This is an optimization exercise on Yosys and OpenROAD, whose aim is a short achievable clock period, few clock cycles and low power, not a production implementation. RTL that was checked went through simulation tests only; none was proved equivalent to the original. Power is estimated from default activity; no workload was simulated.

## run F
// mac_vector_engine
module mac_vector_engine (
  input logic clk,
  input logic reset_n,
  input logic start,
  input logic clear,
  input logic [9:0] vec_len,
  input logic signed [47:0] bias,
  input logic in_valid,
  input logic [35:0] in_a,
  input logic [35:0] in_b,
  input logic out_ready,
  output logic busy,
  output logic in_ready,
  output logic out_valid,
  output logic signed [17:0] out_data,
  output logic signed [47:0] out_acc,
  output logic acc_overflow
);
clock: 7.0 ns
lec_check: 0
abc_clock_period_in_ps: 2900
cap_margin: 20
core_margin: 2
core_utilization: 60
cts_buf_list: sky130_fd_sc_hd__clkbuf_16
cts_cluster_diameter: 70
cts_cluster_size: 40
setup_slack_margin: 4.2
slew_margin: 20
run.sh (not shown) runs the stock make flow with config.mk's settings and CLKGATE_MAP_FILE= SYNTH_SCRIPT=/design/flow/synth_recipe.tcl, a recipe that flattens the netlist after the stock synthesis.
Edits applied to the flow inputs when going from run F to run D:
--- a/flow/design.v
+++ b/flow/design.v
@@ -2042,27 +2042,27 @@
     if (!busy_q) begin
       plen_q <= vec_len;
       bias_q <= bias;
     end
   end
   logic [35:0] a_q;
   logic [17:0] one_q, two_q, neg_q;
   logic rb_q;
   always_ff @(posedge clk) begin
-    a_q <= take ? in_a : '0;
+    a_q <= in_valid ? in_a : '0;
     rb_q <= take;
     for (int l = 0; l < 2; l++)
       for (int i = 0; i < 9; i++) begin
-        one_q[l*9+i] <= take && (in_b[l*18+2*i] ^ (i == 0 ? 1'b0 : in_b[l*18+2*i-1]));
-        two_q[l*9+i] <= take && (i == 0 ? (in_b[l*18+1] & ~in_b[l*18])
+        one_q[l*9+i] <= in_valid && (in_b[l*18+2*i] ^ (i == 0 ? 1'b0 : in_b[l*18+2*i-1]));
+        two_q[l*9+i] <= in_valid && (i == 0 ? (in_b[l*18+1] & ~in_b[l*18])
                                : ((in_b[l*18+2*i+1] & ~in_b[l*18+2*i] & ~in_b[l*18+2*i-1]) |
                                   (~in_b[l*18+2*i+1] & in_b[l*18+2*i] & in_b[l*18+2*i-1])));
-        neg_q[l*9+i] <= take && in_b[l*18+2*i+1];
+        neg_q[l*9+i] <= in_valid && in_b[l*18+2*i+1];
       end
   end
   logic [NST:0] fp_q, lp_q;
   always_ff @(posedge clk or negedge reset_n) begin
     if (!reset_n) lp_q <= '0;
     else if (clear) lp_q <= '0;
     else lp_q <= {lp_q[NST-1:0], blast};
   end
   always_ff @(posedge clk) fp_q <= {fp_q[NST-1:0], bfirst};
==> comparison <==
Diff run F -> run D: synthesis-stage register bit count has remained practically unchanged, global router's overall resource usage decreased 1.3 points, worst setup margin rose by 0.060 ns, fraction of area in non-clock buffers grew by 0.26 points, core utilization down 0.89 points. Run F vs run D, slowest cell on the critical path: sky130_fd_sc_hd__edfxtp_1 vs sky130_fd_sc_hd__fa_2. Compared with run F, sum of net half-perimeters after detailed placement in run D decreased by a few percent. Number of detailed-routing iterations run before antenna repair essentially unchanged between run F and run D. Summary: with run F as the reference, met3 routed wirelength in run D moved down by a few percent. Comparing run F and run D, the lower post-cts resize count is on run F. Between run F and run D, the power is higher for run D. When the final numbers for run F and run D were put side by side, the number of instances in the synthesized netlist turned out to be smaller in run F. Between run F and run D, routability-driven placement congestion ratio is lower for run D, run F comes in above that.
Function was not checked in any run of this note: the RTL went through the layout flow alone.

---

== P ==
Another version of the RTL of mac_vector_engine (not shown whole).
Size: roughly 3200 cells after synthesis.
clock: 7.0 ns
lec_check: 0
abc_clock_period_in_ps: 2900
cap_margin: 20
core_margin: 2
core_utilization: 60
cts_buf_list: sky130_fd_sc_hd__clkbuf_16
cts_cluster_diameter: 120
cts_cluster_size: 25
setup_slack_margin: 4.2
slew_margin: 20
Testbench counts of P, summed over its fixed seeds: cycles 12,338.
Inputs modified between P and Q:
--- a/flow/design.v
+++ b/flow/design.v
@@ -2371,21 +2371,21 @@
   assign q1_G4[13] = q1_G3[13] | (q1_P3[13] & q1_G3[5]);
   assign q1_P4[13] = q1_P3[13] & q1_P3[5];
   assign q1_G4[14] = q1_G3[14] | (q1_P3[14] & q1_G3[6]);
   assign q1_P4[14] = q1_P3[14] & q1_P3[6];
   assign q1_G4[15] = q1_G3[15] | (q1_P3[15] & q1_G3[7]);
   assign q1_P4[15] = q1_P3[15] & q1_P3[7];
   wire [16:0] q1_y = {q1_G4[15], q1_p0 ^ {q1_G4[14:0], cg1}};
   logic [15:0] pa1_q;
   logic pco2_q;
   always_ff @(posedge clk) begin
-    pa1_q <= q1_y[15:0];
+    pa1_q <= vp_q[NST+0] ? q1_y[15:0] : '0;
     pco2_q <= q1_y[16];
   end
   wire [15:0] k1_p0 = x1 ^ pa1_q;
   wire [15:0] k1_g0 = x1 & pa1_q;
   wire [15:0] k1_G0 = {k1_g0[15:1], k1_g0[0] | (k1_p0[0] & ca1_q)};
   wire [15:0] k1_P0 = k1_p0;
   wire [15:0] k1_G1, k1_P1;
   assign k1_G1[0] = k1_G0[0];
   assign k1_P1[0] = k1_P0[0];
   assign k1_G1[1] = k1_G0[1] | (k1_P0[1] & k1_G0[0]);
@@ -2571,21 +2571,21 @@
   assign q2_P3[1] = q2_P2[1];
   assign q2_G3[2] = q2_G2[2];
   assign q2_P3[2] = q2_P2[2];
   assign q2_G3[3] = q2_G2[3];
   assign q2_P3[3] = q2_P2[3];
   assign q2_G3[4] = q2_G2[4] | (q2_P2[4] & q2_G2[0]);
   assign q2_P3[4] = q2_P2[4] & q2_P2[0];
   wire [5:0] q2_y = {q2_G3[4], q2_p0 ^ {q2_G3[3:0], pco2_q}};
   logic [4:0] pa2_q;
   always_ff @(posedge clk) begin
-    pa2_q <= q2_y[4:0];
+    pa2_q <= vp_q[NST+1] ? q2_y[4:0] : '0;
   end
   wire [15:0] k2_p0 = x2 ^ {{11{pa2_q[4]}}, pa2_q};
   wire [15:0] k2_g0 = x2 & {{11{pa2_q[4]}}, pa2_q};
   wire [15:0] k2_G0 = {k2_g0[15:1], k2_g0[0] | (k2_p0[0] & ca2_q)};
   wire [15:0] k2_P0 = k2_p0;
   wire [15:0] k2_G1, k2_P1;
   assign k2_G1[0] = k2_G0[0];
   assign k2_P1[0] = k2_P0[0];
   assign k2_G1[1] = k2_G0[1] | (k2_P0[1] & k2_G0[0]);
   assign k2_P1[1] = k2_P0[1] & k2_P0[0];
==> comparison <==
The final layout from Q, which completed every stage, passed the timing, design-rule and antenna checks at the end of the flow. Number of combinational gates with multiple inputs: Q > P. From P to Q the numbers moved as follows: sum of routed wire length over all layers saw an increase; count of clock-buffer cells in the layout flat; number of buffer and inverter instances along the worst setup path went down 1. Wire length of the first global-routing pass (Q vs. P) decreases slightly.
Function not checked in Q: the RTL went through the layout flow alone.

==> what the ideal ports hide <==
How much do the figures lean on ideal ports? The routed layouts below were timed once more, with nothing changed but the port constraints.
Step 1 assumes that a clkbuf_16 drives the clock port and a buf_2 every other input.
Step 2 times the ports against the registers' clock, not the clock port: input delays grow and output delays shrink by t, the midpoint of the rising clock arrivals with the driver on.
Slacks: ideal ports / drivers / drivers and shift; pairs: ideal ports / drivers.
run | t, ns | setup WS [ns] | hold WS [ns] | latest minus earliest clock arrival (ns) | worst data-port slew with drivers (ns)
run F | 0.641 | 4.016 / 4.016 / 3.736 | 0.336 / 0.336 / 0.336 | 0.030 / 0.030 | 0.07
run D | 0.691 | 4.076 / 4.076 / 3.683 | 0.334 / 0.334 / 0.334 | 0.042 / 0.042 | 0.10
P | 0.632 | 4.139 / 4.085 / 3.670 | 0.333 / 0.333 / 0.333 | 0.033 / 0.032 | 0.09
Q | 0.619 | 3.949 / 3.949 / 3.685 | 0.324 / 0.324 / 0.324 | 0.028 / 0.029 | 0.06
After both steps setup and hold are still met in every run listed. For P, which loses most, drivers alone change the setup slack by -0.054 ns; drivers and shift together by -0.469 ns.
